This design comes from an exercise in tuning for small area on the open sky130 flow, not from production work.
RTL that was checked went through simulation tests only; none was proved equivalent to the original.
The RTL of runs 1 and 3 to 6 was laid out without a check of its function.
Power is estimated from default activity; no workload was simulated.

--- flow/run.sh ---
#!/bin/bash
# synth_recipe.tcl (not shown) runs the flow's synth.tcl, then flattens the netlist and writes it again
# the make line also repeats each setting of config.mk as NAME=value (left out here)
make -C /OpenROAD-flow-scripts/flow DESIGN_CONFIG=/design/flow/config.mk WORK_HOME=/design/flow/orfs CLKGATE_MAP_FILE= SYNTH_SCRIPT=/design/flow/synth_recipe.tcl finish
--- flow/constraint.sdc ---
create_clock -name core_clock -period 5.5 [get_ports {ck_gclkcx_crypt}]
set_input_delay 1.1000 -clock core_clock [delete_from_list [all_inputs] [get_ports {ck_gclkcx_crypt}]]
set_output_delay 1.1000 -clock core_clock [all_outputs]
set_load 0.01 [all_outputs]
--- flow/design.v ---
`default_nettype none
package crypt3_pkg;
  localparam int WORD_W = 32;
  typedef logic [WORD_W-1:0] word_t;
  typedef logic [4*WORD_W-1:0] quad_t;
  typedef enum logic [1:0] {
    op_none     = 2'd0,
    op_choose   = 2'd1,
    op_parity   = 2'd2,
    op_majority = 2'd3
  } sha1_op_e;
endpackage
`default_nettype wire
`timescale 1ns/1ps
`default_nettype none
module crypt3_issue_ctrl (
  input  wire                  ck_gclkcx_crypt,
  input  wire                  cx_reset3,
  input  wire                  ival_e1,
  input  wire                  sha1c_e1,
  input  wire                  sha1p_e1,
  input  wire                  sha1m_e1,
  input  crypt3_pkg::word_t    e_e1,
  input  crypt3_pkg::quad_t    qm_e1,
  input  wire                  ival_e2,
  output crypt3_pkg::sha1_op_e s_op,
  output crypt3_pkg::word_t    s_ew0,
  output crypt3_pkg::word_t    s_w1,
  output crypt3_pkg::word_t    s_w2,
  output crypt3_pkg::word_t    s_w3
);
  crypt3_pkg::sha1_op_e enc_op;
  crypt3_pkg::sha1_op_e op_q;
  crypt3_pkg::word_t    ew0_in;
  crypt3_pkg::word_t    ew0_q;
  crypt3_pkg::word_t    w1_q;
  crypt3_pkg::word_t    w2_q;
  crypt3_pkg::word_t    w3_q;
  always_comb begin
    if (sha1c_e1)      enc_op = crypt3_pkg::op_choose;
    else if (sha1p_e1) enc_op = crypt3_pkg::op_parity;
    else if (sha1m_e1) enc_op = crypt3_pkg::op_majority;
    else               enc_op = crypt3_pkg::op_none;
  end
  sha1_round_stage u_ew0 (.a(e_e1), .b(qm_e1[31:0]), .s(ew0_in));
  assign s_ew0 = ival_e1 ? ew0_in       : ew0_q;
  assign s_w1  = ival_e1 ? qm_e1[63:32] : w1_q;
  assign s_w2  = ival_e1 ? qm_e1[95:64] : w2_q;
  assign s_w3  = ival_e1 ? qm_e1[127:96] : w3_q;
  assign s_op = ival_e1 ? enc_op : op_q;
  always_ff @(posedge ck_gclkcx_crypt or posedge cx_reset3) begin
    if (cx_reset3) begin
      op_q <= crypt3_pkg::op_none;
    end else if (ival_e2) begin
      op_q <= crypt3_pkg::op_none;
    end else begin
      op_q <= s_op;
    end
  end
  always_ff @(posedge ck_gclkcx_crypt) begin
    ew0_q <= s_ew0;
    w1_q  <= s_w1;
    w2_q  <= s_w2;
    w3_q  <= s_w3;
  end
endmodule
`default_nettype wire
`timescale 1ns/1ps
`default_nettype none
module sha1_round (
  input  crypt3_pkg::sha1_op_e op,
  input  crypt3_pkg::word_t    x,
  input  crypt3_pkg::word_t    y,
  input  crypt3_pkg::word_t    z,
  output crypt3_pkg::word_t    f
);
  always_comb begin
    case (op)
      crypt3_pkg::op_choose:   f = (x & y) | (~x & z);
      crypt3_pkg::op_parity:   f = x ^ y ^ z;
      default:                 f = (x & y) | (x & z) | (y & z);
    endcase
  end
endmodule
`default_nettype wire
`timescale 1ns/1ps
`default_nettype none
module sha1_round_stage (
  input  crypt3_pkg::word_t a,
  input  crypt3_pkg::word_t b,
  output crypt3_pkg::word_t s
);
  crypt3_pkg::word_t p, g, gg, pp;
  assign p = a ^ b;
  assign g = a & b;
  always_comb begin
    gg = g;
    pp = p;
    for (int l = 1; l < 32; l = l * 2) begin
      for (int k = 2 * l - 1; k < 32; k = k + 2 * l) begin
        gg[k] = gg[k] | (pp[k] & gg[k-l]);
        pp[k] = pp[k] & pp[k-l];
      end
    end
    for (int l = 8; l >= 1; l = l / 2) begin
      for (int k = 3 * l - 1; k < 32; k = k + 2 * l) begin
        gg[k] = gg[k] | (pp[k] & gg[k-l]);
        pp[k] = pp[k] & pp[k-l];
      end
    end
  end
  assign s = p ^ {gg[30:0], 1'b0};
endmodule
`default_nettype wire
`timescale 1ns/1ps
`default_nettype none
module crypt3_sha1 (
  input  wire                ck_gclkcx_crypt,
  input  wire                cx_reset3,
  input  wire                ival_e1,
  input  wire                sha1c_e1,
  input  wire                sha1p_e1,
  input  wire                sha1m_e1,
  input  crypt3_pkg::quad_t  qn_e1,
  input  crypt3_pkg::quad_t  qm_e1,
  input  wire                ival_e2,
  input  crypt3_pkg::quad_t  qd_e2,
  output crypt3_pkg::quad_t  crypt3_out_e6,
  output logic               crypt3_active
);
  crypt3_pkg::sha1_op_e op0;
  crypt3_pkg::word_t    ew0, w1, w2, w3;
  crypt3_issue_ctrl u_issue (
    .ck_gclkcx_crypt (ck_gclkcx_crypt),
    .cx_reset3       (cx_reset3),
    .ival_e1         (ival_e1),
    .sha1c_e1        (sha1c_e1),
    .sha1p_e1        (sha1p_e1),
    .sha1m_e1        (sha1m_e1),
    .e_e1            (qn_e1[31:0]),
    .qm_e1           (qm_e1),
    .ival_e2         (ival_e2),
    .s_op            (op0),
    .s_ew0           (ew0),
    .s_w1            (w1),
    .s_w2            (w2),
    .s_w3            (w3)
  );
  crypt3_pkg::word_t a, b, c, d;
  assign a = qd_e2[127:96];
  assign b = qd_e2[95:64];
  assign c = qd_e2[63:32];
  assign d = qd_e2[31:0];
  crypt3_pkg::word_t f0, f1, t0_n, y1_n, x2_n, z3_n;
  sha1_round u_f0 (.op(op0), .x(b), .y(c), .z(d), .f(f0));
  sha1_round u_f1 (.op(op0), .x(a), .y({b[1:0], b[31:2]}), .z(c), .f(f1));
  assign t0_n = {a[26:0], a[31:27]} + f0 + ew0;
  assign y1_n = f1 + d + w1;
  sha1_round_stage u_x2 (.a(c), .b(w2), .s(x2_n));
  sha1_round_stage u_z3 (.a({b[1:0], b[31:2]}), .b(w3), .s(z3_n));
  logic                 v1;
  crypt3_pkg::sha1_op_e op1;
  crypt3_pkg::word_t    t0_1, y1_1, a_1, b_1, x2_1, z3_1;
  always_ff @(posedge ck_gclkcx_crypt or posedge cx_reset3) begin
    if (cx_reset3) v1 <= 1'b0;
    else           v1 <= ival_e2;
  end
  always_ff @(posedge ck_gclkcx_crypt) begin
    op1  <= op0;
    t0_1 <= t0_n;
    y1_1 <= y1_n;
    a_1  <= a;
    b_1  <= b;
    x2_1 <= x2_n;
    z3_1 <= z3_n;
  end
  crypt3_pkg::word_t f2, t1_n, y2_n;
  sha1_round u_f2 (.op(op1), .x(t0_1), .y({a_1[1:0], a_1[31:2]}), .z({b_1[1:0], b_1[31:2]}), .f(f2));
  sha1_round_stage u_t1 (.a({t0_1[26:0], t0_1[31:27]}), .b(y1_1), .s(t1_n));
  sha1_round_stage u_y2 (.a(f2), .b(x2_1), .s(y2_n));
  logic                 v2;
  crypt3_pkg::sha1_op_e op2;
  crypt3_pkg::word_t    t0_2, t1_2, y2_2, a_2, z3_2;
  always_ff @(posedge ck_gclkcx_crypt or posedge cx_reset3) begin
    if (cx_reset3) v2 <= 1'b0;
    else           v2 <= v1;
  end
  always_ff @(posedge ck_gclkcx_crypt) begin
    op2  <= op1;
    t0_2 <= t0_1;
    t1_2 <= t1_n;
    y2_2 <= y2_n;
    a_2  <= a_1;
    z3_2 <= z3_1;
  end
  crypt3_pkg::word_t f3, t2_n, y3_n;
  sha1_round u_f3 (.op(op2), .x(t1_2), .y({t0_2[1:0], t0_2[31:2]}), .z({a_2[1:0], a_2[31:2]}), .f(f3));
  sha1_round_stage u_t2 (.a({t1_2[26:0], t1_2[31:27]}), .b(y2_2), .s(t2_n));
  sha1_round_stage u_y3 (.a(f3), .b(z3_2), .s(y3_n));
  logic              v3, empty3;
  crypt3_pkg::word_t t0_3, t1_3, t2_3, y3_3;
  always_ff @(posedge ck_gclkcx_crypt or posedge cx_reset3) begin
    if (cx_reset3) v3 <= 1'b0;
    else           v3 <= v2;
  end
  always_ff @(posedge ck_gclkcx_crypt) begin
    empty3 <= (op2 == crypt3_pkg::op_none);
    t0_3   <= t0_2;
    t1_3   <= t1_2;
    t2_3   <= t2_n;
    y3_3   <= y3_n;
  end
  crypt3_pkg::word_t t3_n;
  sha1_round_stage u_t3 (.a({t2_3[26:0], t2_3[31:27]}), .b(y3_3), .s(t3_n));
  always_ff @(posedge ck_gclkcx_crypt) begin
    if (v3) begin
      crypt3_out_e6 <= empty3 ? '0 : {t3_n, t2_3, t1_3[1:0], t1_3[31:2], t0_3[1:0], t0_3[31:2]};
    end
  end
  assign crypt3_active = ival_e1 | ival_e2 | v1 | v2 | v3;
endmodule
`default_nettype wire
--- flow/config.mk ---
export PLATFORM = sky130hd
export DESIGN_NAME = crypt3_sha1
export DESIGN_NICKNAME = crypt3_sha1
export VERILOG_FILES = /design/flow/design.v
export SDC_FILE = /design/flow/constraint.sdc
export NUM_CORES = 4
export LEC_CHECK = 0
export CAP_MARGIN = 20
export CORE_MARGIN = 2
export CORE_UTILIZATION = 40
export PLACE_DENSITY = 0.6
export SLEW_MARGIN = 20
==> flow_summary.yaml, run 1 <==
detailed_routing:
  route.antenna.remaining_nets: 0
  topRoutingLayerUsed: "met5"
  drt_iter0_markers: 1734
  route.met3.wl_mm: 6.545
  vias_per_cell: 4.946
  routed_wl_mm: 123.5
  first_pass_iters: 5
  wl_met2_mm: 57.26
  vias: 29150
  avgRoutedWirePerCell_um: 20.95
  drc: 0
  wl_met1_mm: 56.05
placement:
  numPortBuffers: 423
  dpl.hpwl_mm: 102.7
  place_congestion: 0.9080
global_routing:
  grt_overflow: 0
  grt_pass1_vias: 29660
  grt_usage_pct: 23.76
  grt_pass1_wl_mm: 182.4
  antenna_found_initial: 15
  grt_max_degree: 83
synth:
  synth_area_um2: 40560
  synth_seq_cells: 746
  netlist_top_cells_count: "dfxtp_1 (613), inv_1 (506), fa_1 (320)"
  ys_seq_area_share_pct: 40.04
  synthArstFlopShare_pct: 0.6702
  synth-main-ff-cell: "dfxtp_1"
  syn_inst: 3675
  post-synth-top-area-cell: "dfxtp_1"
  ys_top_cells_by_area: "dfxtp_1 (30%), fa_1 (16%), edfxtp_1 (9.5%)"
  synth-warning-count: 4
  syn_nets: 4685
  yosysMostFrequentCell: "dfxtp_1"
  syn_area_per_cell_um2: 11.04
  synth.distinct_cells: 74
  synth_top_area_share_pct: 30.25
  synth_edf_count: 128
worst_setup_path:
  path_class: "in2reg"
  critPathMaxStageDelay_ps: 500
  start_kind: "input pin"
  crit_start: "sha1p_e1"
  arrival_ps: 5890
  critical_path_peak_fanout: 24
  cp_top_family: "compound AO/OA/AOI/OAI gates"
  crit_path_end_kind: "register"
  cp.required_ps: 6020
  crit_slowest_cell: "fa_1"
  path_cells: "clkdlybuf4s50_1, nor2_1, nor2_1, mux2i_4, inv_1, ha_4, buf_4, a221oi_1, a21oi_1, fa_1, ha_1, and2_1, and4_1, o311ai_1, a21oi_1, o21bai_1, buf_4, a221oi_4, nor4b_1, a311o_1"
  cp_num_buf_inv: 4
  timing.rr.start: "op1[0]"
die:
  ios: 520
  die_y_um: 322.4
  core_um2: 100300
  fp.dieArea_um2: 104000
  initial_core_util_pct: 40.44
  die_w_um: 322.4
  rows: 116
sta:
  relSlewSlack_pct: 33.18
  fin_crit_sh_pct: 97.61
  hold_viol: 0
  worstMarginPinSlew_ps: 1002
  max_freq_mhz: 186.3
  fin_worst_skew_ps: 40.24
  drv_slew: 0
  setup_violations: 0
  setup_tns_ps: 0
  period_needed_ps: 5369
layout:
  syn_to_final_growth_pct: 29.74
  largest_reg_flops: 128
  top_register: "crypt3_out_e6"
  nets: 5470
  drive_gt1_share_pct: 18.30
run_status:
  status: "complete, no violations"
worst_hold_path:
  hold_path.class: "reg2reg"
  min-delay-start: "z3_1[1]"
power_and_ir_drop:
  p_per_area_nw_per_um2: 577.5
  ir_drop_uv: 272.6
  leakage_nw: 23.79
  p_total_w: 0.03039
clock_network:
  clkLatencyLatePin_ps: 680
  cts_tree: "yes"
  clockBufferDepth: 3
  root_buffer: "clkbuf_16"
  path_clk_slew_ps: 60
  cts_inserted_buffers: 84
  cts_sinks: 746
  h-tree-depth: 3
job:
  maxCapViolations: 0
where the power goes:
| group | switching (W) | internal, W | leakage, nW |
|---|---|---|---|
| sequential | 0.00169 | 0.00776 | 6.53 |
| clock | 0.00245 | 0.00365 | 1.47 |
| combinational | 0.00763 | 0.00721 | 15.8 |
routing by layer:
metal | global-route usage [%] | vias to the layer above
li1 | - | 14090
met1 | 31.95 | 14110
met2 | 39.06 | 775
met3 | 3.817 | 174
met4 | 7.695 | 8
met5 | 0 | -
worst paths after layout:
check	depth (start not counted)	slack [ps]	to
worst min-delay path	0	320	z3_2[1]
worst min register to register	0	320	z3_2[1]
worst max register to register	15	700	y2_2[29]
min in group asynchronous	2	630	u_issue.op_q[0]
max in group asynchronous	2	4660	v3
worst max-delay path	20	130	y1_1[31]
cells in the final DEF, fill, tap and decap left out, drive strengths merged, types with 11 or more instances in the layout:
cell	count
clkdlybuf4s50	410
fa	320
edfxtp	128
clkinv	24
bufinv	13
and3	15
ha	299
o21a	24
o21bai	24
xor2	71
mux2	190
nor3	27
nor2b	128
o21ai	148
nor2	112
a221oi	80
and4	15
buf	375
a22oi	32
a21oi	215
nand2b	26
inv	511
a221o	11
a21o	147
a31oi	11
mux2i	19
nand2	131
xnor2	111
clkbuf	110
dfxtp	613
nand3	39
nand4	12
a22o	15
per-stage QoR:
| stage | hold slack (ps) | cell area [um^2] | setup WS [ps] | util [%] | std cells |
|---|---|---|---|---|---|
| 3_3_place_gp | 312.4 | 48930 | -937.5 | 48.78 | 5719 |
| 2_1_floorplan | 309.6 | 40590 | 9.456 | - | 3675 |
| 4_1_cts | 324.5 | 52260 | -109.5 | 52.11 | 5880 |
| 5_1_grt | 328.1 | 52610 | -30.73 | 52.46 | 5889 |
| 3_5_place_dp | 312.1 | 48930 | -1052 | 48.78 | 5719 |
| 6_report | 324.2 | 52620 | 131.5 | 52.47 | 5894 |
cell type report:
type                    count  area, um^2
inverters                 507        1903
clock buffers             107        2323
multi-input cells        2324       22610
repair buffers            797        7099
well taps                1357        1698
fillers                  8986       47670
diodes                      7       17.52
flip-flops and latches    746       16250
clock inverters            49       726.9
repair_timing:
item | in CTS | in global routing
pin swaps | 33 | 56
hold buffers | 0 | 0
gates resized for setup | 58 | 74
buffers inserted | 6 | 7
setup endpoints to repair | 15 | 20
cell families (layout without fill, tap and decap cells):
group                    Yosys count  count (layout)  share of synthesized area, %
buffers and inverters            605            1460                         5.605
adder cells (fa/ha/maj)          619             619                         25.02
multiplexers                     209             209                         5.744
AND/OR/NAND/NOR                  535             535                         6.719
AO/OA/AOI/OAI                    779             779                         12.95
XOR/XNOR                         182             182                         3.930
other                              0               7                             0
flip-flops                       746             746                         40.04
==> run 2: changes to the inputs <==
--- a/flow/design.v
+++ b/flow/design.v
@@ -92,22 +92,3 @@
 );
-  crypt3_pkg::word_t p, g, gg, pp;
-  assign p = a ^ b;
-  assign g = a & b;
-  always_comb begin
-    gg = g;
-    pp = p;
-    for (int l = 1; l < 32; l = l * 2) begin
-      for (int k = 2 * l - 1; k < 32; k = k + 2 * l) begin
-        gg[k] = gg[k] | (pp[k] & gg[k-l]);
-        pp[k] = pp[k] & pp[k-l];
-      end
-    end
-    for (int l = 8; l >= 1; l = l / 2) begin
-      for (int k = 3 * l - 1; k < 32; k = k + 2 * l) begin
-        gg[k] = gg[k] | (pp[k] & gg[k-l]);
-        pp[k] = pp[k] & pp[k-l];
-      end
-    end
-  end
-  assign s = p ^ {gg[30:0], 1'b0};
+  assign s = a + b;
 endmodule
==> run 2 against run 1 <==
  * Still clean on timing, DRC and antenna
  * Register-to-register slack is essentially flat
  * Area after synthesis grew 2.9%
  * Clock power shrank 5.2%
  * Clock-buffer cell count grew 12
  * Via count grew 13%
  * Sequential power shrank 2%
  * Non-clock buffer count grew 48
  * Synthesized cell count grew 12%
  * Die area grew 2.9%
  * Critical path type unchanged
  * Critical endpoint is now t0_1[31]
  * Largest cell class unchanged
==> flow_summary.yaml, run 2 <==
synth:
  ys_top_cells_by_area: "dfxtp_1 (29%), fa_1 (9.6%), ha_1 (9.4%)"
  syn_area_per_cell_um2: 10.11
  synth_top_area_share_pct: 29.39
  ys_seq_area_share_pct: 38.89
  synth_area_um2: 41760
  synth_edf_count: 128
  yosysMostFrequentCell: "dfxtp_1"
  synth.distinct_cells: 77
  syn_inst: 4132
  syn_nets: 5038
  netlist_top_cells_count: "dfxtp_1 (613), inv_1 (405), a21oi_1 (345)"
  synth_seq_cells: 746
  synth-main-ff-cell: "dfxtp_1"
  synthArstFlopShare_pct: 0.6702
  post-synth-top-area-cell: "dfxtp_1"
  synth-warning-count: 3
sta:
  worstMarginPinSlew_ps: 879.3
  layout_setup_ws_ps: 188.9
  relSlewSlack_pct: 41.38
  fin_worst_skew_ps: 21.48
  setup_tns_ps: 0
  period_needed_ps: 5311
  drv_slew: 0
  max_freq_mhz: 188.3
  hold_viol: 0
  fin_crit_sh_pct: 96.57
  setup_violations: 0
worst_setup_path:
  start_kind: "input pin"
  crit_path_end_kind: "register"
  cp.required_ps: 6040
  critical_path_peak_fanout: 3
  arrival_ps: 5850
  cp_top_family: "compound AO/OA/AOI/OAI gates"
  critPathMaxStageDelay_ps: 550
  cpMostUsedCell: "a21o_1"
  path_cells: "clkdlybuf4s50_1, ha_1, buf_4, a211oi_4, nor2_2, a41oi_2, a21o_1, a21boi_2, a21o_1, a2111oi_4, o21bai_1, xnor2_1, a21o_1, fa_1, inv_2, ha_4, buf_4, a21oi_2, o21ai_4, o21ai_2, a21oi_2, nor4_2, nor2_2, xor2_1"
  crit_slowest_cell: "fa_1"
  path_class: "in2reg"
  cp_num_buf_inv: 4
detailed_routing:
  avgRoutedWirePerCell_um: 20.75
  route.antenna.remaining_nets: 0
  drt_iter0_markers: 2021
  routed_wl_mm: 133.3
  first_pass_iters: 7
  vias: 32970
  drc: 0
  vias_per_cell: 5.133
power_and_ir_drop:
  p_per_area_nw_per_um2: 587.3
  leakage_nw: 24.01
  ir_drop_uv: 293.3
run_status:
  status: "complete, no violations"
global_routing:
  use_met3_pct: 3.651
  grt_pass1_vias: 33060
  use_met2_pct: 39.75
  grt.busiest_layer: "met2"
  grt_max_degree: 95
  grt_overflow: 0
  grt_pass1_wl_mm: 198.1
  antenna_found_initial: 14
  use_met1_pct: 33.31
  grt_usage_pct: 24.45
clock_network:
  cts_sinks: 746
  cts_tree: "yes"
  clockBufferDepth: 3
  cts_inserted_buffers: 84
  hold_buffers: 0
  clkLatencyLatePin_ps: 660
  h-tree-depth: 3
  path_clk_slew_ps: 60
  root_buffer: "clkbuf_16"
layout:
  syn_to_final_growth_pct: 29.41
  top_register: "crypt3_out_e6"
  largest_reg_flops: 128
  final_common_cell: "dfxtp_1"
  nets: 5871
  layout_common_cells: "dfxtp_1 (612), clkdlybuf4s50_1 (414), buf_4 (413), inv_1 (404), a21oi_1 (326)"
  final_cell_area_um2: 54030
  drive_gt1_share_pct: 16.94
die:
  die_y_um: 327.1
  die_w_um: 327.1
  ios: 520
  initial_core_util_pct: 40.34
  fp.dieArea_um2: 107000
  core_um2: 103500
  rows: 118
placement:
  dpl_cell_area_um2: 50550
  place_congestion: 0.9205
  pre_cts_ws_ps: -896.7
  numPortBuffers: 423
  dpl.hpwl_mm: 110.1
worst_hold_path:
  hold_path.class: "reg2reg"
job:
  maxCapViolations: 0
==> run 2: cell types whose count changed after synthesis, moves of 35 or more <==
cell	before	now
a21oi_1	211	345
fa_1	320	200
nor2_1	112	221
inv_1	506	405
xnor2_1	111	200
o21ai_0	135	186
nand2_1	131	174
a21o_1	147	182
==> run 2: metrics by stage <==
stage | instances | util [%] | power, W | hold slack [ps]
3_5_place_dp | 6249 | 48.84 | 0.02561 | 312.1
6_report | 6422 | 52.21 | 0.03174 | 325.7
2_1_floorplan | 4132 | - | 0.01950 | 309.6
5_1_grt | 6419 | 52.20 | 0.03397 | 330.4
4_1_cts | 6405 | 51.66 | 0.03154 | 326.3
3_3_place_gp | 6249 | 48.84 | 0.02541 | 311.7
==> run 2: worst paths after layout <==
| path | start | to | slack (ps) | depth (start not counted) |
|---|---|---|---|---|
| max | qn_e1[3] | t0_1[31] | 190 | 24 |
| min | z3_1[14] | z3_2[14] | 330 | 0 |
| max reg2reg | u_issue.op_q[1] | y1_1[30] | 710 | 21 |
| min reg2reg | z3_1[14] | z3_2[14] | 330 | 0 |
| max in group asynchronous | cx_reset3 | v3 | 4630 | 2 |
| min in group asynchronous | cx_reset3 | u_issue.op_q[0] | 650 | 2 |
==> run 2: what timing repair did <==
item | 4_1_cts | 5_1_grt
endpoints found under the hold margin | 0 | 0
pin swaps | 3 | 57
resized for setup | 11 | 93
endpoints found under the setup margin | 5 | 22
cloned | 0 | 0
setup buffers | 0 | 10
==> run 2: layer usage <==
layer	part of all wire (%)	vias up
met3	5.5	179
li1	-	16200
met1	46	15690
met4	3.0	12
met2	45	887
met5	0.058	-
==> run 2: final cells by class <==
cell class / count / area (um^2)
multi-input cells: 2883 / 24180
clock buffers: 119 / 2429
fillers: 9339 / 49460
diodes: 7 / 17.52
repair buffers: 845 / 7480
flip-flops and latches: 746 / 16250
well taps: 1380 / 1727
clock inverters: 37 / 429.2
inverters: 405 / 1520
==> run 2: kinds of logic (layout without fill, tap and decap cells) <==
group / after synthesis / after routing / synth area share [%]
AOI/OAI and AO/OA: 1088 / 1088 / 17.01
xor gates and xnor gates: 276 / 276 / 5.822
adders and majority gates: 515 / 515 / 19.03
buffers and inverters: 503 / 1406 / 4.522
DFF: 746 / 746 / 38.89
muxes: 196 / 196 / 5.256
other: 0 / 7 / 0
and+or+nand+nor: 808 / 808 / 9.469
==> run 2: where the power goes <==
part	switching, W	internal (W)
Clock	0.00235	0.00343
Sequential	0.00154	0.00776
Combinational	0.00889	0.00777
Total	0.0128	0.0190
==> run 3: changes to the inputs <==
--- a/flow/design.v
+++ b/flow/design.v
@@ -76,9 +76,11 @@
 );
-  always_comb begin
-    case (op)
-      crypt3_pkg::op_choose:   f = (x & y) | (~x & z);
-      crypt3_pkg::op_parity:   f = x ^ y ^ z;
-      default:                 f = (x & y) | (x & z) | (y & z);
-    endcase
-  end
+  crypt3_pkg::word_t par, maj, ch;
+  logic is_c, is_p, is_m;
+  assign is_c = (op == crypt3_pkg::op_choose);
+  assign is_p = (op == crypt3_pkg::op_parity);
+  assign is_m = (op == crypt3_pkg::op_majority);
+  assign par = x ^ y ^ z;
+  assign maj = (x & y) | (x & z) | (y & z);
+  assign ch  = (x & y) | (~x & z);
+  assign f = ({32{is_c}} & ch) | ({32{is_p}} & par) | ({32{is_m}} & maj);
 endmodule
@@ -92,3 +94,22 @@
 );
-  assign s = a + b;
+  crypt3_pkg::word_t p, g, gg, pp;
+  assign p = a ^ b;
+  assign g = a & b;
+  always_comb begin
+    gg = g;
+    pp = p;
+    for (int l = 1; l < 32; l = l * 2) begin
+      for (int k = 2 * l - 1; k < 32; k = k + 2 * l) begin
+        gg[k] = gg[k] | (pp[k] & gg[k-l]);
+        pp[k] = pp[k] & pp[k-l];
+      end
+    end
+    for (int l = 8; l >= 1; l = l / 2) begin
+      for (int k = 3 * l - 1; k < 32; k = k + 2 * l) begin
+        gg[k] = gg[k] | (pp[k] & gg[k-l]);
+        pp[k] = pp[k] & pp[k-l];
+      end
+    end
+  end
+  assign s = p ^ {gg[30:0], 1'b0};
 endmodule
--- a/flow/config.mk
+++ b/flow/config.mk
@@ -10,2 +10,3 @@
 export CORE_UTILIZATION = 40
+export GPL_TIMING_DRIVEN = 0
 export PLACE_DENSITY = 0.6
==> run 3 against run 2 <==
  * Clock power is 2% lower
  * Sequential share of layout area is 3.0 points higher
  * Fmax is 3.6% lower
  * The layout now fails its checks (setup timing)
  * Critical path type unchanged
  * Largest cell class unchanged
==> flow_summary.yaml, run 3 <==
synth:
  syn_nets: 4472
  synth-warning-count: 3
  synth_top_area_share_pct: 30.95
  synthArstFlopShare_pct: 0.6702
  ys_top_cells_by_area: "dfxtp_1 (31%), fa_1 (16%), edfxtp_1 (9.7%)"
  synth-main-ff-cell: "dfxtp_1"
  ys_seq_area_share_pct: 40.96
  netlist_top_cells_count: "dfxtp_1 (613), inv_1 (321), fa_1 (320)"
  yosysMostFrequentCell: "dfxtp_1"
  syn_area_per_cell_um2: 11.43
  post-synth-top-area-cell: "dfxtp_1"
  syn_inst: 3469
  synth_area_um2: 39650
  synth_seq_cells: 746
  synth.distinct_cells: 72
  synth_edf_count: 128
global_routing:
  grt_max_degree: 53
  grt_pass1_vias: 27780
  antenna_found_initial: 11
  grt_usage_pct: 24.03
  grt_overflow: 0
  grt_pass1_wl_mm: 180.2
detailed_routing:
  drt_iter0_markers: 1467
  vias: 26870
  drc: 0
  first_pass_iters: 6
  routed_wl_mm: 122.4
  route.antenna.remaining_nets: 0
  avgRoutedWirePerCell_um: 22.83
  vias_per_cell: 5.013
layout:
  largest_reg_flops: 128
  drive_gt1_share_pct: 10.20
  instances_no_fill: 5360
  final_common_cell: "dfxtp_1"
  nets: 5007
  layout_common_cells: "dfxtp_1 (613), clkdlybuf4s50_1 (404), fa_1 (318), inv_1 (315), ha_1 (273)"
  syn_to_final_growth_pct: 24.05
  top_register: "crypt3_out_e6"
power_and_ir_drop:
  p_total_w: 0.02707
  leakage_nw: 21.65
  combPwrFrac_pct: 44.5
  p_per_area_nw_per_um2: 550.3
  internal-power_w: 0.01659
  net-switching-power_w: 0.01047
  ir_drop_uv: 290.5
  clkPwrFrac_pct: 20.9
  pwr-share-seq_pct: 34.6
  swShare_pct: 38.69
sta:
  layout_setup_ws_ps: -11.87
  setup_violations: 1
  worstMarginPinSlew_ps: 988.9
  fin_worst_skew_ps: 35.70
  whs_ps: 321.4
  relSlewSlack_pct: 33.86
  rsz0062_at_grt: "yes"
  period_needed_ps: 5512
  hold_viol: 0
  fin_crit_sh_pct: 100.2
  max_freq_mhz: 181.4
  drv_slew: 0
clock_network:
  clkLatencyLatePin_ps: 670
  root_buffer: "clkbuf_16"
  hold_buffers: 0
  clockBufferDepth: 3
  h-tree-depth: 3
  cts_inserted_buffers: 83
  path_clk_slew_ps: 60
  cts_tree: "yes"
  cts_sinks: 746
worst_hold_path:
  hold_path.class: "reg2reg"
  min-delay-start: "z3_1[8]"
  whs_path_depth: 0
  min_to: "z3_2[8]"
worst_setup_path:
  start_kind: "input pin"
  arrival_ps: 6070
  timing.rr.start: "op1[0]"
  r2r_cells: 17
  rrSetupSlack_ps: 170
  cp.required_ps: 6060
  crit_path_end_kind: "register"
  path_class: "in2reg"
  critPathMaxStageDelay_ps: 510
  crit_slowest_cell: "fa_1"
  critical_path_peak_fanout: 4
  timing.rr.end: "y2_2[31]"
placement:
  dpl.hpwl_mm: 101.9
  place_congestion: 0.9035
  numPortBuffers: 423
  dp_cells: 5181
run_status:
  so.violations: "setup timing"
  status: "failed layout checks"
die:
  core_um2: 98280
  die_w_um: 318.8
  die_y_um: 318.8
  rows: 115
  fp.dieArea_um2: 101700
  ios: 520
  initial_core_util_pct: 40.35
job:
  maxCapViolations: 0
-- run 3: area by class of cell --
| type | count | area [um^2] |
|---|---|---|
| Buffer | 83 | 436.7 |
| Clock buffer | 116 | 2409 |
| Clock inverter | 35 | 392.9 |
| Tap cell | 1287 | 1610 |
| Timing Repair Buffer | 452 | 4484 |
| Fill cell | 8882 | 49090 |
| Sequential cell | 746 | 16240 |
| Multi-Input combinational cell | 2317 | 22390 |
| Inverter | 321 | 1205 |
| Antenna cell | 3 | 7.507 |
-- run 3: critical path, delay by kind of cell --
kind            cells  cell delay [ps]
simple gates        4              510
fa+ha+maj           5             1800
mux                 1              190
buf+inv             5              340
xor+xnor            2              430
compound gates     10             1680
-- run 3: routing by layer --
metal,vias up,GRT usage [%],share of wire (%)
li1,12940,-,-
met1,13040,31.61,44
met2,705,40.43,47
met3,179,3.340,5.0
met4,4,8.478,3.5
met5,-,0,0.021
-- run 3: worst max path at each step --
stage | startpoint | endpoint | slack (ps)
3_5_place_dp | ival_e1 | x2_1[31] | -2400
6_report | qm_e1[0] | t0_1[29] | -10
2_1_floorplan | qn_e1[0] | t0_1[31] | -10
4_1_cts | qm_e1[9] | t0_1[31] | 6
5_1_grt | qm_e1[0] | t0_1[29] | -170
3_3_place_gp | ival_e1 | x2_1[31] | -2920
-- run 3: power groups by stage --
stage	clock network, W	logic [W]	registers, W
2_1_floorplan	0	0.00766	0.00890
3_3_place_gp	0	0.0115	0.00951
3_5_place_dp	0	0.0117	0.00952
4_1_cts	0.00578	0.0119	0.00941
5_1_grt	0.00601	0.0135	0.00959
6_report	0.00565	0.0121	0.00936
-- run 3: through the flow --
stage	worst slack [ps]	TNS [ps]	area, um^2	utilization (%)
floorplan	-11.89	-11.89	39770	-
global placement	-2923	-145580	45620	46.42
detailed placement	-2403	-132570	45680	46.48
CTS	6.266	0	48860	49.72
global route	-173.4	-960.0	49180	50.04
finish	-11.87	-11.87	49180	50.05
-- run 3: cells by family (layout without fill, tap and decap cells) --
logic type	after synthesis	after routing	synth area share, %
DFF	746	746	40.96
buffers and inverters	406	1007	3.863
AOI/OAI and AO/OA	623	623	10.33
adders and majority gates	612	612	25.37
other	0	3	0
muxes	314	314	8.271
and+or+nand+nor	583	583	7.116
xor gates and xnor gates	185	185	4.087
-- run 3: what timing repair did --
action,4_1_cts,5_1_grt
resized for setup,90,70
pin swaps,28,35
setup endpoints to repair,86,22
setup buffers,16,11
==> run 4: changes to the inputs <==
--- a/flow/design.v
+++ b/flow/design.v
@@ -26,6 +26,7 @@
   output crypt3_pkg::sha1_op_e s_op,
-  output crypt3_pkg::word_t    s_ew0,
-  output crypt3_pkg::word_t    s_w1,
-  output crypt3_pkg::word_t    s_w2,
-  output crypt3_pkg::word_t    s_w3
+  output crypt3_pkg::word_t    s_e,
+  output crypt3_pkg::word_t    s_w0,
+  output crypt3_pkg::word_t    w1_q,
+  output crypt3_pkg::word_t    w2_q,
+  output crypt3_pkg::word_t    w3_q
 );
@@ -35,5 +36,2 @@
   crypt3_pkg::word_t    ew0_q;
-  crypt3_pkg::word_t    w1_q;
-  crypt3_pkg::word_t    w2_q;
-  crypt3_pkg::word_t    w3_q;
   always_comb begin
@@ -45,6 +43,4 @@
   sha1_round_stage u_ew0 (.a(e_e1), .b(qm_e1[31:0]), .s(ew0_in));
-  assign s_ew0 = ival_e1 ? ew0_in       : ew0_q;
-  assign s_w1  = ival_e1 ? qm_e1[63:32] : w1_q;
-  assign s_w2  = ival_e1 ? qm_e1[95:64] : w2_q;
-  assign s_w3  = ival_e1 ? qm_e1[127:96] : w3_q;
+  assign s_e   = ival_e1 ? e_e1 : ew0_q;
+  assign s_w0  = ival_e1 ? qm_e1[31:0] : '0;
   assign s_op = ival_e1 ? enc_op : op_q;
@@ -60,6 +56,8 @@
   always_ff @(posedge ck_gclkcx_crypt) begin
-    ew0_q <= s_ew0;
-    w1_q  <= s_w1;
-    w2_q  <= s_w2;
-    w3_q  <= s_w3;
+    if (ival_e1) begin
+      ew0_q <= ew0_in;
+      w1_q <= qm_e1[63:32];
+      w2_q <= qm_e1[95:64];
+      w3_q <= qm_e1[127:96];
+    end
   end
@@ -114,2 +112,16 @@
   assign s = p ^ {gg[30:0], 1'b0};
+endmodule
+`default_nettype wire
+`default_nettype none
+module sha1_csa (
+  input  crypt3_pkg::word_t a,
+  input  crypt3_pkg::word_t b,
+  input  crypt3_pkg::word_t c,
+  output crypt3_pkg::word_t s,
+  output crypt3_pkg::word_t cy
+);
+  crypt3_pkg::word_t m;
+  assign s  = a ^ b ^ c;
+  assign m  = (a & b) | (a & c) | (b & c);
+  assign cy = {m[30:0], 1'b0};
 endmodule
@@ -133,3 +145,3 @@
   crypt3_pkg::sha1_op_e op0;
-  crypt3_pkg::word_t    ew0, w1, w2, w3;
+  crypt3_pkg::word_t    e0, w0, w1_q, w2_q, w3_q;
   crypt3_issue_ctrl u_issue (
@@ -145,6 +157,7 @@
     .s_op            (op0),
-    .s_ew0           (ew0),
-    .s_w1            (w1),
-    .s_w2            (w2),
-    .s_w3            (w3)
+    .s_e             (e0),
+    .s_w0            (w0),
+    .w1_q            (w1_q),
+    .w2_q            (w2_q),
+    .w3_q            (w3_q)
   );
@@ -155,12 +168,12 @@
   assign d = qd_e2[31:0];
-  crypt3_pkg::word_t f0, f1, t0_n, y1_n, x2_n, z3_n;
+  crypt3_pkg::word_t f0, f1, t0_n, v1_n, t0_s1, t0_c1, t0_s2, t0_c2;
   sha1_round u_f0 (.op(op0), .x(b), .y(c), .z(d), .f(f0));
   sha1_round u_f1 (.op(op0), .x(a), .y({b[1:0], b[31:2]}), .z(c), .f(f1));
-  assign t0_n = {a[26:0], a[31:27]} + f0 + ew0;
-  assign y1_n = f1 + d + w1;
-  sha1_round_stage u_x2 (.a(c), .b(w2), .s(x2_n));
-  sha1_round_stage u_z3 (.a({b[1:0], b[31:2]}), .b(w3), .s(z3_n));
+  sha1_csa u_t0a (.a({a[26:0], a[31:27]}), .b(f0), .c(e0), .s(t0_s1), .cy(t0_c1));
+  sha1_csa u_t0b (.a(t0_s1), .b(t0_c1), .c(w0), .s(t0_s2), .cy(t0_c2));
+  assign t0_n = t0_s2 + t0_c2;
+  sha1_round_stage u_v1 (.a(f1), .b(d), .s(v1_n));
   logic                 v1;
   crypt3_pkg::sha1_op_e op1;
-  crypt3_pkg::word_t    t0_1, y1_1, a_1, b_1, x2_1, z3_1;
+  crypt3_pkg::word_t    t0_1, v1_1, a_1, b_1, c_1;
   always_ff @(posedge ck_gclkcx_crypt or posedge cx_reset3) begin
@@ -172,12 +185,14 @@
     t0_1 <= t0_n;
-    y1_1 <= y1_n;
+    v1_1 <= v1_n;
     a_1  <= a;
     b_1  <= b;
-    x2_1 <= x2_n;
-    z3_1 <= z3_n;
-  end
-  crypt3_pkg::word_t f2, t1_n, y2_n;
+    c_1  <= c;
+  end
+  crypt3_pkg::word_t f2, t1_n, y2_n, z3_n, t1_s, t1_c, y2_s, y2_c;
   sha1_round u_f2 (.op(op1), .x(t0_1), .y({a_1[1:0], a_1[31:2]}), .z({b_1[1:0], b_1[31:2]}), .f(f2));
-  sha1_round_stage u_t1 (.a({t0_1[26:0], t0_1[31:27]}), .b(y1_1), .s(t1_n));
-  sha1_round_stage u_y2 (.a(f2), .b(x2_1), .s(y2_n));
+  sha1_csa u_t1c (.a({t0_1[26:0], t0_1[31:27]}), .b(v1_1), .c(w1_q), .s(t1_s), .cy(t1_c));
+  sha1_round_stage u_t1 (.a(t1_s), .b(t1_c), .s(t1_n));
+  sha1_csa u_y2c (.a(f2), .b(c_1), .c(w2_q), .s(y2_s), .cy(y2_c));
+  sha1_round_stage u_y2 (.a(y2_s), .b(y2_c), .s(y2_n));
+  sha1_round_stage u_z3 (.a({b_1[1:0], b_1[31:2]}), .b(w3_q), .s(z3_n));
   logic                 v2;
@@ -195,3 +210,3 @@
     a_2  <= a_1;
-    z3_2 <= z3_1;
+    z3_2 <= z3_n;
   end
==> run 4 against run 3 <==
  * The run now finishes clean
  * Fmax is 1.2% higher
  * Worst hold slack better by 57 ps
  * Power is 0.51% lower
  * Critical path depth is 6 lower
  * Critical path type unchanged
==> flow_summary.yaml, run 4 <==
run_status:
  status: "complete, no violations"
placement:
  dpl_cell_area_um2: 45200
  dpl.hpwl_mm: 101.9
  place_congestion: 0.9295
  numPortBuffers: 423
  pre_cts_ws_ps: -2086
clock_network:
  hold_buffers: 0
  h-tree-depth: 3
  cts_tree: "yes"
  clkLatencyLatePin_ps: 670
  root_buffer: "clkbuf_16"
  cts_inserted_buffers: 81
  cts_sinks: 714
  clockBufferDepth: 3
  path_clk_slew_ps: 60
synth:
  synth-main-ff-cell: "dfxtp_1"
  post-synth-top-area-cell: "dfxtp_1"
  synth_seq_cells: 714
  ys_top_cells_by_area: "dfxtp_1 (23%), edfxtp_1 (20%), fa_1 (19%)"
  ys_seq_area_share_pct: 43.01
  synthArstFlopShare_pct: 0.7003
  synthAdderAreaFrac_pct: 27.66
  synth_edf_count: 256
  synth_xor_area_share_pct: 3.570
  synthSimpleGateAreaFrac_pct: 7.896
  netlist_top_cells_count: "dfxtp_1 (453), fa_1 (378), inv_1 (336)"
  syn_inst: 3355
  syn_nets: 4387
  syn_area_per_cell_um2: 11.70
  synth.area.mux_share_pct: 3.997
  synth_compound_area_share_pct: 9.888
  synth_top_family_by_area: "adder cells"
  synth_area_um2: 39250
  synth.distinct_cells: 66
  yosysMostFrequentCell: "dfxtp_1"
  synth-warning-count: 3
  synth_top_area_share_pct: 23.10
sta:
  setup_violations: 0
  whs_ps: 378.8
  drv_slew: 0
  period_needed_ps: 5449
  rsz0062_at_grt: "yes"
  relSlewSlack_pct: 23.93
  fin_crit_sh_pct: 99.07
  max_freq_mhz: 183.5
  worstMarginPinSlew_ps: 1141
  fin_worst_skew_ps: 43.31
  layout_setup_ws_ps: 50.99
  hold_viol: 0
die:
  ios: 520
  die_y_um: 317.3
  initial_core_util_pct: 40.47
  rows: 114
  core_um2: 96990
  die_w_um: 317.3
  fp.dieArea_um2: 100700
worst_hold_path:
  whs_path_depth: 0
  min-delay-start: "a_1[30]"
  hold_path.class: "reg2reg"
  min_to: "a_2[30]"
worst_setup_path:
  path_class: "in2reg"
  cp.required_ps: 6060
  rrSetupSlack_ps: 340
  arrival_ps: 6010
  crit_slowest_cell: "fa_1"
  path_cells: "dlygate4sd2_1, a21oi_2, a21o_1, buf_4, clkbuf_8, o21ai_2, fa_1, inv_1, fa_1, inv_1, ha_2, inv_2, fa_2, nor2b_4, o31a_1, o21a_1, o31a_1, a41o_1, or4_4, a311o_1, nand3_2"
  cp_num_buf_inv: 6
  cp_top_family: "compound AO/OA/AOI/OAI gates"
  critPathMaxStageDelay_ps: 510
  timing.rr.start: "op1[1]"
  critical_path_peak_fanout: 10
  start_kind: "input pin"
  timing.rr.end: "y2_2[31]"
  crit_path_end_kind: "register"
  r2r_cells: 20
global_routing:
  grt_usage_pct: 24.36
  grt_pass1_wl_mm: 176.6
  grt_overflow: 0
  grt_max_degree: 72
  antenna_found_initial: 20
  grt_pass1_vias: 27270
layout:
  final_common_cell: "dfxtp_1"
  layout_common_cells: "dfxtp_1 (453), clkdlybuf4s50_1 (415), fa_1 (376), inv_1 (335), nand2_1 (294)"
  top_register: "crypt3_out_e6"
  largest_reg_flops: 128
  drive_gt1_share_pct: 6.682
  syn_to_final_growth_pct: 23.81
  final_cell_area_um2: 48600
  nets: 4915
power_and_ir_drop:
  net-switching-power_w: 0.01051
  swShare_pct: 39.02
  internal-power_w: 0.01642
  leakage_nw: 21.08
  pwr-share-seq_pct: 33.9
  combPwrFrac_pct: 45.2
  p_per_area_nw_per_um2: 554.1
  clkPwrFrac_pct: 20.9
  p_total_w: 0.02693
  ir_drop_uv: 288.2
detailed_routing:
  vias_per_cell: 5.075
  route.antenna.remaining_nets: 0
  routed_wl_mm: 121.9
  avgRoutedWirePerCell_um: 23.27
  first_pass_iters: 5
  vias: 26590
  drt_iter0_markers: 1919
  drc: 0
job:
  maxCapViolations: 0
==> run 4: cell count changes after synthesis, sizes merged, moves of 42 or more <==
cell and change:
edfxtp +128, dfxtp -160, o21ai +103, mux2 -79
a21oi -42, fa +58, nand2 +52, mux2i -82
==> run 4: metrics by stage <==
step | utilization (%) | std cells | setup TNS, ps
floorplan | - | 3355 | 0
finish | 50.10 | 5239 | 0
detailed placement | 46.60 | 5057 | -62660
global placement | 46.51 | 5054 | -624770
CTS | 49.97 | 5225 | -48.50
global route | 50.10 | 5238 | -22.13
==> run 4: cells by family (layout without fill, tap and decap cells) <==
kind of cell	after synthesis	count (layout)
flip-flops	714	714
AND/OR/NAND/NOR	649	649
adder cells (fa/ha/maj)	641	641
AO/OA/AOI/OAI	622	622
buffers and inverters	416	1012
XOR/XNOR	160	160
multiplexers	153	153
other	0	12
==> run 4: area by class of cell <==
| cell class | instances | area, um^2 |
|---|---|---|
| Fill cell | 8823 | 48400 |
| Buffer | 78 | 454.2 |
| Multi-Input combinational cell | 2225 | 21020 |
| Timing Repair Buffer | 447 | 4547 |
| Clock inverter | 34 | 451.7 |
| Inverter | 336 | 1261 |
| Sequential cell | 714 | 16880 |
| Clock buffer | 117 | 2347 |
| Tap cell | 1276 | 1597 |
| Antenna cell | 12 | 30.03 |
==> run 4: routing by layer <==
layer / routed length, um / vias up / GRT usage (%)
met3: 6652 / 187 / 3.619
met2: 57760 / 791 / 40.27
met5: 100 / - / 0
li1: - / 12480 / -
met1: 52840 / 13120 / 32.08
met4: 4550 / 16 / 9.966
==> run 4: timing repair <==
item,in CTS,in global routing
gates cloned,2,0
resized for setup,82,44
pin swaps,13,15
hold endpoints to repair,0,0
buffers inserted,15,4
endpoints found under the setup margin,46,11
==> run 4: worst max path at each step <==
stage                   from        to  slack (ps)  cells past startpoint
floorplan           sha1m_e1  t0_1[27]          20                     23
global placement     ival_e1  t0_1[27]       -7600                     19
detailed placement  sha1p_e1  t0_1[27]       -2090                     22
CTS                 sha1m_e1  t0_1[27]         -50                     24
global route        sha1c_e1  t0_1[27]         -20                     23
finish              sha1c_e1  t0_1[27]          50                     21
==> run 4: worst register-to-register path, stage by stage (launching register included) <==
cell and delay [ps]:
dfxtp_1 380, clkbuf_2 260, nor2b_1 150, clkbuf_1 220
clkbuf_2 290, a22oi_1 150, fa_1 500, inv_1 40
ha_1 330, a2111oi_0 410, o21ai_0 220, nand3_1 180
o21ai_1 170, nand3_1 170, a31oi_1 180, a41oi_1 310
a21oi_1 140, fa_1 450, xnor2_1 190, xnor2_1 160
xnor2_1 110
==> run 4: power groups by stage <==
stage / combinational (W) / clock (W) / sequential (W)
2_1_floorplan: 0.00779 / 0 / 0.00860
3_3_place_gp: 0.0117 / 0 / 0.00928
3_5_place_dp: 0.0119 / 0 / 0.00928
4_1_cts: 0.0121 / 0.00576 / 0.00917
5_1_grt: 0.0137 / 0.00597 / 0.00932
6_report: 0.0122 / 0.00564 / 0.00913
==> run 5: changes to the inputs <==
==> flow/flow/run.sh (new file) <==
#!/bin/bash
# the standard layout with three changes, all area-only:
#  - port buffers are the smallest buffer (buf_1) instead of the resizer's pick
#  - no dummy loads in the clock tree
#  - after global route, cells off the critical paths are downsized (power recovery)
# the flow's tools write their own logs under orfs/logs; make's output goes to standard.log
export BUFFER_PORTS_ARGS="-buffer_cell sky130_fd_sc_hd__buf_1"
export CTS_ARGS="-sink_clustering_enable -repair_clock_nets -dont_use_dummy_load"
export RECOVER_POWER=100
bash standard.sh > standard.log 2>&1
==> flow/standard.sh (new file) <==
#!/bin/bash
# synth_recipe.tcl (not shown) runs the flow's synth.tcl, then flattens the netlist and writes it again
# the make line also repeats each setting of config.mk as NAME=value (left out here)
make -C /OpenROAD-flow-scripts/flow DESIGN_CONFIG=/design/flow/config.mk WORK_HOME=/design/flow/orfs CLKGATE_MAP_FILE= SYNTH_SCRIPT=/design/flow/synth_recipe.tcl "${@:-finish}"
removed: flow/run.sh
==> run 5 against run 4 <==
  * Final cell count is 1.2% lower
  * Critical path depth increased by 1
  * Critical path type unchanged
  * Highest routed layer unchanged
  * Worst hold slack worse by 42 ps
  * Final area fell by 7.0%
  * Power is 6.0% lower
  * Routed wire length fell by 1.2%
  * The layout now fails its checks (setup timing)
  * Die area unchanged
==> flow_summary.yaml, run 5 <==
sta:
  layout_setup_ws_ps: -21.58
  drv_slew: 0
  period_needed_ps: 5522
  relSlewSlack_pct: 33.56
  fin_worst_skew_ps: 58.27
  worstMarginPinSlew_ps: 996.6
  setup_violations: 1
  rsz0062_at_grt: "yes"
  hold_viol: 0
  max_freq_mhz: 181.1
  fin_crit_sh_pct: 100.4
global_routing:
  grt_pass1_wl_mm: 173.6
  grt_max_degree: 60
  grt_usage_pct: 24.11
  use_met3_pct: 3.809
  grt.busiest_layer: "met2"
  grt_pass1_vias: 26380
  grt_overflow: 0
  use_met1_pct: 32.07
  antenna_found_initial: 26
  use_met2_pct: 39.82
clock_network:
  hold_buffers: 0
  clockBufferDepth: 3
  root_buffer: "clkbuf_16"
  path_clk_slew_ps: 60
  cts_inserted_buffers: 80
  cts_sinks: 714
  cts_tree: "yes"
  h-tree-depth: 3
  clkLatencyLatePin_ps: 660
layout:
  final_cell_area_um2: 45220
  drive_gt1_share_pct: 5.558
  syn_to_final_growth_pct: 15.20
  largest_reg_flops: 128
  final-seq-area_um2: 16880
  final_common_cell: "dfxtp_1"
  multi_input_area_um2: 21000
  top_register: "crypt3_out_e6"
  final_util_pct: 46.62
  nets: 4920
  layout_common_cells: "dfxtp_1 (453), fa_1 (377), buf_1 (359), inv_1 (333), nand2_1 (294)"
  fillers: 9100
synth:
  synthArstFlopShare_pct: 0.7003
  synth.distinct_cells: 66
  netlist_top_cells_count: "dfxtp_1 (453), fa_1 (378), inv_1 (336)"
  synth_area_um2: 39250
  syn_inst: 3355
  syn_area_per_cell_um2: 11.70
  synth_seq_cells: 714
  synth-main-ff-cell: "dfxtp_1"
  synth_edf_count: 256
  synth-warning-count: 3
  yosysMostFrequentCell: "dfxtp_1"
  post-synth-top-area-cell: "dfxtp_1"
  ys_seq_area_share_pct: 43.01
  syn_nets: 4387
  synth_top_area_share_pct: 23.10
  ys_top_cells_by_area: "dfxtp_1 (23%), edfxtp_1 (20%), fa_1 (19%)"
power_and_ir_drop:
  clkPwrFrac_pct: 17.9
  net-switching-power_w: 0.01017
  p_per_area_nw_per_um2: 560.0
  ir_drop_uv: 206.2
  p_total_w: 0.02532
  swShare_pct: 40.17
  internal-power_w: 0.01515
  leakage_nw: 19.57
  pwr-share-seq_pct: 36.0
  combPwrFrac_pct: 46.1
die:
  ios: 520
  rows: 114
  core_um2: 96990
  initial_core_util_pct: 40.47
  die_w_um: 317.3
  fp.dieArea_um2: 100700
  die_y_um: 317.3
run_status:
  status: "failed layout checks"
  so.violations: "setup timing"
detailed_routing:
  routed_wl_mm: 120.5
  avgRoutedWirePerCell_um: 23.28
  drc: 0
  drt_iter0_markers: 1731
  route.antenna.remaining_nets: 0
  vias_per_cell: 5.057
  first_pass_iters: 5
  vias: 26170
placement:
  numPortBuffers: 423
  dpl_cell_area_um2: 42600
  place_congestion: 0.9410
  dpl.hpwl_mm: 101.8
  pre_cts_ws_ps: -2413
worst_setup_path:
  path_cells: "buf_16, buf_16, mux2i_4, buf_12, buf_4, nor2_4, clkbuf_4, nand2_1, o21ai_1, fa_1, inv_1, fa_1, inv_1, ha_1, o21a_1, o31a_1, o21a_1, o31a_1, a41o_1, or4_4, a311o_1, nand3_2"
  cp.required_ps: 6060
  start_kind: "input pin"
  r2r_cells: 20
  crit_slowest_cell: "fa_1"
  arrival_ps: 6080
  path_class: "in2reg"
  crit_path_end_kind: "register"
  critPathMaxStageDelay_ps: 460
  critical_path_peak_fanout: 10
worst_hold_path:
  hold_path.class: "reg2reg"
  whs_path_depth: 0
job:
  maxCapViolations: 0
-- run 5: cell counts after synthesis --
Identical to the previous run, type by type.
-- run 5: path summary, 6_finish.rpt --
kind                            end  startpoint  slack, ps
max reg2reg                y2_2[31]      op1[1]        400
min                         a_2[25]     a_1[25]        340
max                        t0_1[27]     ival_e1        -20
max in group asynchronous        v3   cx_reset3       4910
min reg2reg                 a_2[25]     a_1[25]        340
min in group asynchronous        v1   cx_reset3        370
-- run 5: what timing repair did --
item	CTS	global route
endpoints found under the setup margin	55	10
cloned	3	0
resized for setup	69	41
buffers inserted	11	9
pin swaps	8	14
-- run 5: area by class of cell --
type,instances,share of cell area [%]
multi-input cells,2225,46.44
flip-flops and latches,714,37.34
clock buffers,80,4.427
repair buffers,451,4.350
well taps,1276,3.531
inverters,336,2.789
plain buffers,80,1.054
diodes,12,0.06641
-- run 5: layer usage --
metal	part of all wire, %	routed length, um
met2	47	57100
met3	5.5	6649
met4	3.2	3841
met1	44	52750
met5	0.10	126
-- run 5: critical path: cells and delay by family --
| family | cells | cell delay [ps] |
|---|---|---|
| AO/OA/AOI/OAI | 7 | 1700 |
| adder cells (fa/ha/maj) | 3 | 1140 |
| buffers and inverters | 7 | 1010 |
| AND/OR/NAND/NOR | 4 | 920 |
| multiplexers | 1 | 190 |
-- run 5: cells by family after synthesis --
group           Yosys count  share of synthesized area, %
compound gates          622                         9.888
buf+inv                 416                         3.978
simple gates            649                         7.896
flops                   714                         43.01
fa+ha+maj               641                         27.66
xor+xnor                160                         3.570
mux                     153                         3.997
-- run 5: power groups by stage --
| stage | Clock, W | Combinational, W | Sequential [W] |
|---|---|---|---|
| 2_1_floorplan | 0 | 0.00779 | 0.00860 |
| 3_3_place_gp | 0 | 0.0112 | 0.00930 |
| 3_5_place_dp | 0 | 0.0114 | 0.00928 |
| 4_1_cts | 0.00465 | 0.0116 | 0.00916 |
| 5_1_grt | 0.00485 | 0.0132 | 0.00932 |
| 6_report | 0.00453 | 0.0117 | 0.00913 |
-- run 5: metrics by stage --
step / hold slack [ps] / setup TNS [ps] / cells
after floorplan: 329.0 / 0 / 3355
after global placement: 357.1 / -690790 / 5054
after detailed placement: 360.8 / -87710 / 5060
after CTS: 328.6 / 0 / 5154
after global routing: 349.8 / -237.2 / 5173
final: 337.1 / -21.58 / 5174
==> run 6: changes to the inputs <==
--- a/flow/design.v
+++ b/flow/design.v
@@ -171,4 +171,4 @@
   sha1_round u_f1 (.op(op0), .x(a), .y({b[1:0], b[31:2]}), .z(c), .f(f1));
-  sha1_csa u_t0a (.a({a[26:0], a[31:27]}), .b(f0), .c(e0), .s(t0_s1), .cy(t0_c1));
-  sha1_csa u_t0b (.a(t0_s1), .b(t0_c1), .c(w0), .s(t0_s2), .cy(t0_c2));
+  sha1_csa u_t0a (.a({a[26:0], a[31:27]}), .b(e0), .c(w0), .s(t0_s1), .cy(t0_c1));
+  sha1_csa u_t0b (.a(t0_s1), .b(t0_c1), .c(f0), .s(t0_s2), .cy(t0_c2));
   assign t0_n = t0_s2 + t0_c2;
@@ -231,6 +231,9 @@
   sha1_round_stage u_t3 (.a({t2_3[26:0], t2_3[31:27]}), .b(y3_3), .s(t3_n));
-  always_ff @(posedge ck_gclkcx_crypt) begin
-    if (v3) begin
-      crypt3_out_e6 <= empty3 ? '0 : {t3_n, t2_3, t1_3[1:0], t1_3[31:2], t0_3[1:0], t0_3[31:2]};
-    end
+  logic              load3, hold3;
+  crypt3_pkg::quad_t res3;
+  assign load3 = v3 & ~empty3;
+  assign hold3 = ~v3;
+  assign res3  = {t3_n, t2_3, t1_3[1:0], t1_3[31:2], t0_3[1:0], t0_3[31:2]};
+  always_ff @(posedge ck_gclkcx_crypt) begin
+    crypt3_out_e6 <= ({128{load3}} & res3) | ({128{hold3}} & crypt3_out_e6);
   end
==> run 6 against run 5 <==
  * Power shrank 1.3%
  * Setup slack better by 210 ps
  * Final cell count is 2.9% higher
  * Clock power up 0.9%
  * Clock skew is 15 ps higher
  * Flip-flop and latch count unchanged
  * First-iteration DRC count grew 1.3%
  * Clock-buffer cell count increased by 1
  * Area after synthesis fell by 1.6%
  * Sequential share of layout area down 1.9 points
  * Fails layout checks on capacitance limit, slew limit
  * Via count grew 3.5%
==> flow_summary.yaml, run 6 <==
run_status:
  status: "failed layout checks"
  so.violations: "capacitance limit, slew limit"
synth:
  synth_edf_count: 128
  synthArstFlopShare_pct: 0.7003
  ys_top_cells_by_area: "dfxtp_1 (30%), fa_1 (20%), edfxtp_1 (9.9%)"
  synth_top_area_share_pct: 30.11
  netlist_top_cells_count: "dfxtp_1 (581), inv_1 (412), nand2_1 (382)"
  ys_seq_area_share_pct: 40.38
  synth.distinct_cells: 73
  synth-warning-count: 3
  yosysMostFrequentCell: "dfxtp_1"
  synth_seq_cells: 714
  syn_nets: 4566
  syn_area_per_cell_um2: 10.93
  synth_area_um2: 38630
  post-synth-top-area-cell: "dfxtp_1"
  syn_inst: 3534
  synth-main-ff-cell: "dfxtp_1"
die:
  ios: 520
  core_um2: 95290
  fp.dieArea_um2: 99090
  die_w_um: 314.8
  die_y_um: 314.8
  initial_core_util_pct: 40.54
  rows: 113
sta:
  relSlewSlack_pct: -20.54
  layout_setup_ws_ps: 183.8
  setup_violations: 0
  fin_worst_skew_ps: 73.17
  hold_viol: 0
  fin_crit_sh_pct: 96.66
  rsz0062_at_grt: "no"
  drv_slew: 62
  whs_ps: 349.8
  period_needed_ps: 5316
  max_freq_mhz: 188.1
  worstMarginPinSlew_ps: 1808
layout:
  layout_common_cells: "dfxtp_1 (581), inv_1 (412), nand2_1 (382), fa_1 (378), o21ai_0 (320)"
  top_register: "crypt3_out_e6"
  instances_no_fill: 5322
  final_util_pct: 46.22
  largest_reg_flops: 128
  drive_gt1_share_pct: 4.399
  syn_to_final_growth_pct: 14.01
  fillers: 9247
  final_common_cell: "dfxtp_1"
  final_cell_area_um2: 44050
  nets: 5080
worst_setup_path:
  arrival_ps: 5850
  critical_path_peak_fanout: 10
  start_kind: "register"
  critPathMaxStageDelay_ps: 580
  cpMostUsedCell: "xnor2_1"
  cp.required_ps: 6040
  path_cells: "clkbuf_2, nor2b_1, clkbuf_1, clkbuf_2, a22oi_1, fa_1, inv_1, ha_1, a211oi_2, o21ai_1, o31ai_2, o21ai_2, a31o_2, a31o_1, a31o_1, fa_1, xnor2_1, xnor2_1, xnor2_1"
  crit_start: "op1[1]"
  timing.rr.start: "op1[1]"
  crit_path_end_kind: "register"
  path_class: "reg2reg"
  crit_slowest_cell: "fa_1"
detailed_routing:
  avgRoutedWirePerCell_um: 23.54
  route.antenna.remaining_nets: 0
  vias: 27090
  drt_iter0_markers: 1754
  routed_wl_mm: 125.3
  first_pass_iters: 5
  drc: 0
  vias_per_cell: 5.089
clock_network:
  clkLatencyLatePin_ps: 650
  root_buffer: "clkbuf_16"
  cts_inserted_buffers: 81
  h-tree-depth: 3
  cts_sinks: 714
  path_clk_slew_ps: 60
  clockBufferDepth: 3
  cts_tree: "yes"
global_routing:
  grt_overflow: 0
  grt_max_degree: 34
  grt_usage_pct: 25.26
  grt_pass1_vias: 27600
  antenna_found_initial: 26
  grt_pass1_wl_mm: 181.3
power_and_ir_drop:
  p_per_area_nw_per_um2: 567.1
  leakage_nw: 19.21
  ir_drop_uv: 237.3
placement:
  dpl.hpwl_mm: 105.8
  pre_cts_ws_ps: -1874
  numPortBuffers: 423
  place_congestion: 0.9387
  dp_cells: 5226
  dpl_cell_area_um2: 41890
job:
  maxCapViolations: 2
worst_hold_path:
  min-delay-start: "a_1[7]"
  hold_path.class: "reg2reg"
-- run 6: cell count changes after synthesis, sizes merged, moves of 17 or more --
cell,previous run,this run
o22ai,2,30
nand2,294,382
o21ai,238,327
inv,336,414
nor2,78,61
nor3,28,11
nor2b,126,8
and2,9,32
a21oi,109,145
dfxtp,453,581
edfxtp,256,128
-- run 6: final timing paths --
check                                  endpoint  slack (ps)  cells after the start
worst min-delay path                     a_2[7]         350                      0
worst max register to register         y2_2[31]         180                     19
max in group asynchronous                    v2        4880                      2
worst max-delay path                   y2_2[31]         180                     19
worst min register to register           a_2[7]         350                      0
min in group asynchronous       u_issue.op_q[0]         460                      2
-- run 6: power by group --
part           total (W)  internal, W  switching [W]
clock network    0.00457      0.00257        0.00200
registers        0.00894      0.00719        0.00175
logic             0.0115      0.00483        0.00664
-- run 6: cells by family (layout without fill, tap and decap cells) --
group,Yosys count,in the layout,share of synthesized area [%]
multiplexers,154,154,4.090
AO/OA/AOI/OAI,765,765,12.08
adder cells (fa/ha/maj),641,641,28.11
buffers and inverters,508,1020,4.942
AND/OR/NAND/NOR,591,591,6.749
flip-flops,714,714,40.38
other,0,11,0
XOR/XNOR,161,161,3.650
-- run 6: worst max-delay path, delay by kind of cell, from the launching register on --
family          cells  cell delay [ps]
buf+inv             4              840
compound gates      8             1930
flops               1              380
xor+xnor            3              620
simple gates        1              150
fa+ha+maj           3             1310
-- run 6: metal layers --
metal  vias up  global-route usage [%]  routed length (um)
met5         -                       0                 164
met4        24                   7.576                4187
met3       223                   4.624                7337
met2       806                   42.01               58790
met1     13170                   33.51               54770
li1      12860                       -                   -
-- run 6: cell type report --
cell class / count / area (um^2) / area share, %
inverter: 414 / 1554 / 3.528
antenna: 11 / 27.53 / 0.06249
buffer: 93 / 431.7 / 0.9800
clock buffer: 81 / 2027 / 4.602
multi-input combinational: 2312 / 21140 / 47.99
tap: 1265 / 1583 / 3.593
timing repair buffer: 432 / 1684 / 3.824
sequential: 714 / 15600 / 35.42
-- run 6: what timing repair did --
item,in CTS,in global routing
gates cloned,0,1
resized for setup,44,22
setup endpoints to repair,38,15
setup buffers,3,1
hold buffers,0,0
pin swaps,2,2
-- run 6: stage by stage --
step,total power [W],setup TNS [ps]
floorplan,0.01601,0
global placement,0.02018,-637700
detailed placement,0.02048,-47470
CTS,0.02512,-1.917
global route,0.02688,0
finish,0.02498,0

-- what the ideal ports hide --
Ports are ideal in the flow. The routed layouts listed here were re-timed in OpenROAD. Step 1, drivers: a clkbuf_16 drives ck_gclkcx_crypt and a buf_2 each remaining input, both assumed. Step 2, shift: input delay + t, output delay - t, t = (earliest + latest rising clock arrival at the registers) / 2. This alone moves slack from input paths to output paths. a / b / c = no drivers / after step 1 / after step 2; a / b = the first two.
run	t (ns)	setup WS [ns]	worst data-port slew with drivers (ns)
run 1	0.727	0.131 / 0.180 / -0.547	0.17
run 2	0.726	0.189 / 0.239 / -0.487	0.13
run 3	0.718	-0.012 / -0.002 / -0.720	0.11
run 4	0.721	0.051 / -0.063 / -0.784	0.21
run 5	0.700	-0.022 / -0.087 / -0.787	0.15
run 6	0.685	0.184 / 0.184 / -0.427	0.13
The setup slack of run 4, which loses most, moves by -0.114 ns with the drivers and by -0.835 ns with both steps.
